From an optimization exercise on the open Yosys and OpenROAD flow, aimed at small area; shortcuts taken in it are not production practice.
Only simulation tests tie the RTL to the original design; equivalence was not proved.
Power is estimated from default activity; no workload was simulated.

==> inputs of build 75 <==
## register_file_mp
module register_file_mp #(
    parameter int DATA_W  = regfile_pkg::DATA_W_DEF,
    parameter int ADDR_W  = regfile_pkg::ADDR_W_DEF,
    parameter int DEPTH   = 32,
    parameter int NREAD   = 2,
    parameter int NWRITE  = 2,
    parameter int ZERO_R0 = 1
) (
    input  logic                     RegisterFileMP_CLK,
    input  logic                     RegisterFileMP_RST,
    input  logic [NREAD*ADDR_W-1:0]  RegisterFileMP_RA,
    output logic [NREAD*DATA_W-1:0]  RegisterFileMP_RD,
    output logic [NREAD-1:0]         RegisterFileMP_RRDY,
    input  logic [NWRITE-1:0]        RegisterFileMP_WE,
    input  logic [NWRITE*ADDR_W-1:0] RegisterFileMP_WA,
    input  logic [NWRITE*DATA_W-1:0] RegisterFileMP_WD,
    input  logic                     RegisterFileMP_RSV,
    input  logic [ADDR_W-1:0]        RegisterFileMP_RSVA,
    input  logic                     RegisterFileMP_FLUSH,
    output logic                     RegisterFileMP_BUSY
);
    logic       run_q;
    logic [4:0] idx_q;
    logic       run;
    always_ff @(posedge RegisterFileMP_CLK) begin
  ...
Settings: LEC_CHECK=0, CAP_MARGIN=10, CORE_MARGIN=2, CORE_UTILIZATION=30, PLACE_DENSITY=0.45, SETUP_SLACK_MARGIN=0.15, SLEW_MARGIN=10, SYNTH_HIERARCHICAL=1; clock period 7.0 ns.
standard.sh (not shown) runs the stock make flow with config.mk's settings and CLKGATE_MAP_FILE= SYNTH_SCRIPT=/design/flow/synth_recipe.tcl, a recipe that flattens the netlist after the stock synthesis.
==> flow/flow/run.sh <==
#!/bin/bash
# Own layout flow: the standard layout (standard.sh, unchanged synthesis and steps) with
# two settings ORFS takes from the environment:
#  - the clock tree is built from clkbuf_8/clkbuf_16 in larger clusters, without dummy loads;
#  - the input and output ports are buffered with buf_2 cells.
# The make output goes to make_finish.log here; ORFS keeps each step's log under orfs/logs.
set -euo pipefail
export CTS_ARGS="-sink_clustering_enable -repair_clock_nets -dont_use_dummy_load -buf_list {sky130_fd_sc_hd__clkbuf_8 sky130_fd_sc_hd__clkbuf_16} -sink_clustering_size 30 -sink_clustering_max_diameter 100"
export BUFFER_PORTS_ARGS="-buffer_cell sky130_fd_sc_hd__buf_2"
bash standard.sh finish > make_finish.log 2>&1
==> inputs of trial 19, as changes to build 75 <==
--- a/flow/flow/run.sh
+++ b/flow/flow/run.sh
@@ -7,3 +7,3 @@
 set -euo pipefail
-export CTS_ARGS="-sink_clustering_enable -repair_clock_nets -dont_use_dummy_load -buf_list {sky130_fd_sc_hd__clkbuf_8 sky130_fd_sc_hd__clkbuf_16} -sink_clustering_size 30 -sink_clustering_max_diameter 100"
+export CTS_ARGS="-sink_clustering_enable -repair_clock_nets -dont_use_dummy_load -buf_list {sky130_fd_sc_hd__clkbuf_8 sky130_fd_sc_hd__clkbuf_16} -sink_clustering_size 24 -sink_clustering_max_diameter 120"
 export BUFFER_PORTS_ARGS="-buffer_cell sky130_fd_sc_hd__buf_2"
Settings changed: CAP_MARGIN 10 to 20, CTS_BUF_LIST set to sky130_fd_sc_hd__clkbuf_8 sky130_fd_sc_hd__clkbuf_16, SLEW_MARGIN 10 to 20.
==> inputs of build 50, as changes to build 75 <==
--- a/flow/flow/run.sh
+++ b/flow/flow/run.sh
@@ -7,3 +7,3 @@
 set -euo pipefail
-export CTS_ARGS="-sink_clustering_enable -repair_clock_nets -dont_use_dummy_load -buf_list {sky130_fd_sc_hd__clkbuf_8 sky130_fd_sc_hd__clkbuf_16} -sink_clustering_size 30 -sink_clustering_max_diameter 100"
+export CTS_ARGS="-sink_clustering_enable -repair_clock_nets -dont_use_dummy_load -buf_list {sky130_fd_sc_hd__clkbuf_8 sky130_fd_sc_hd__clkbuf_16} -sink_clustering_size 24 -sink_clustering_max_diameter 120"
 export BUFFER_PORTS_ARGS="-buffer_cell sky130_fd_sc_hd__buf_2"
==> notes.md <==
quantity	build 50	build 75	trial 19
Fill cell instance count of the final layout	15748	15736	15723
Internal Pwr Total	7.179 mW	7.134 mW	7.179 mW
R2R Setup Slk	3.35 ns	3.33 ns	3.59 ns
Clock slew seen by the registers of the worst setup and hold paths	0.10 ns	0.11 ns	0.10 ns
Buffers, non-clock	370	370	371
Path length in cells of the critical path	11	11	10
FF-to-FF path depth	7	7	8
Maximum ir drop on the vdd rail	0.1851 mV	0.1777 mV	0.2112 mV
Outcome	no timing/DRC/antenna violations	no timing/DRC/antenna violations	no timing/DRC/antenna violations
Routed length per instance	39.14 microns	39.19 microns	39.20 microns
Time the worst path needs with I/O delays and setup	6.864 ns	6.760 ns	6.770 ns
Leakage power	24.78 nW	24.76 nW	24.79 nW
GR met1 Demand/Resource	0.4248	0.4251	0.4242
Clock buf count	49	47	49
Pre-Repair DR Iteration Count	17	19	16
Post-placement setup slack	0.5234 ns	0.5234 ns	0.5398 ns
Fin Clk Skew	0.04381 ns	0.04883 ns	0.07805 ns
Via count of the first global-routing pass	48019	48005	47986
Initial detailed-routing violation count	16378	16061	16196
Final cell area excluding filler cells	0.05318 sq mm	0.05313 sq mm	0.05322 sq mm

separate check: timing with driven ports:
No port has a modelled driver above. Below, the same layouts with a new extraction and two added sets of constraints.
Step 1 assumes that a clkbuf_16 drives the clock port and a buf_2 every other input.
Step 2 times the ports against the registers' clock, not the clock port: input delays grow and output delays shrink by t, the midpoint of the rising clock arrivals with the driver on.
Slacks: ideal ports / drivers / drivers and shift; pairs: ideal ports / drivers.
run | shift t [ns] | slack for setup (ns) | slew at the worst register clock pin (ns)
build 75 | 0.765 | 0.240 / 0.219 / 0.219 | 0.13 / 0.13
trial 19 | 0.777 | 0.230 / 0.209 / 0.209 | 0.11 / 0.11
build 50 | 0.771 | 0.136 / 0.115 / 0.115 | 0.11 / 0.11
After both steps every run listed still meets setup and hold.
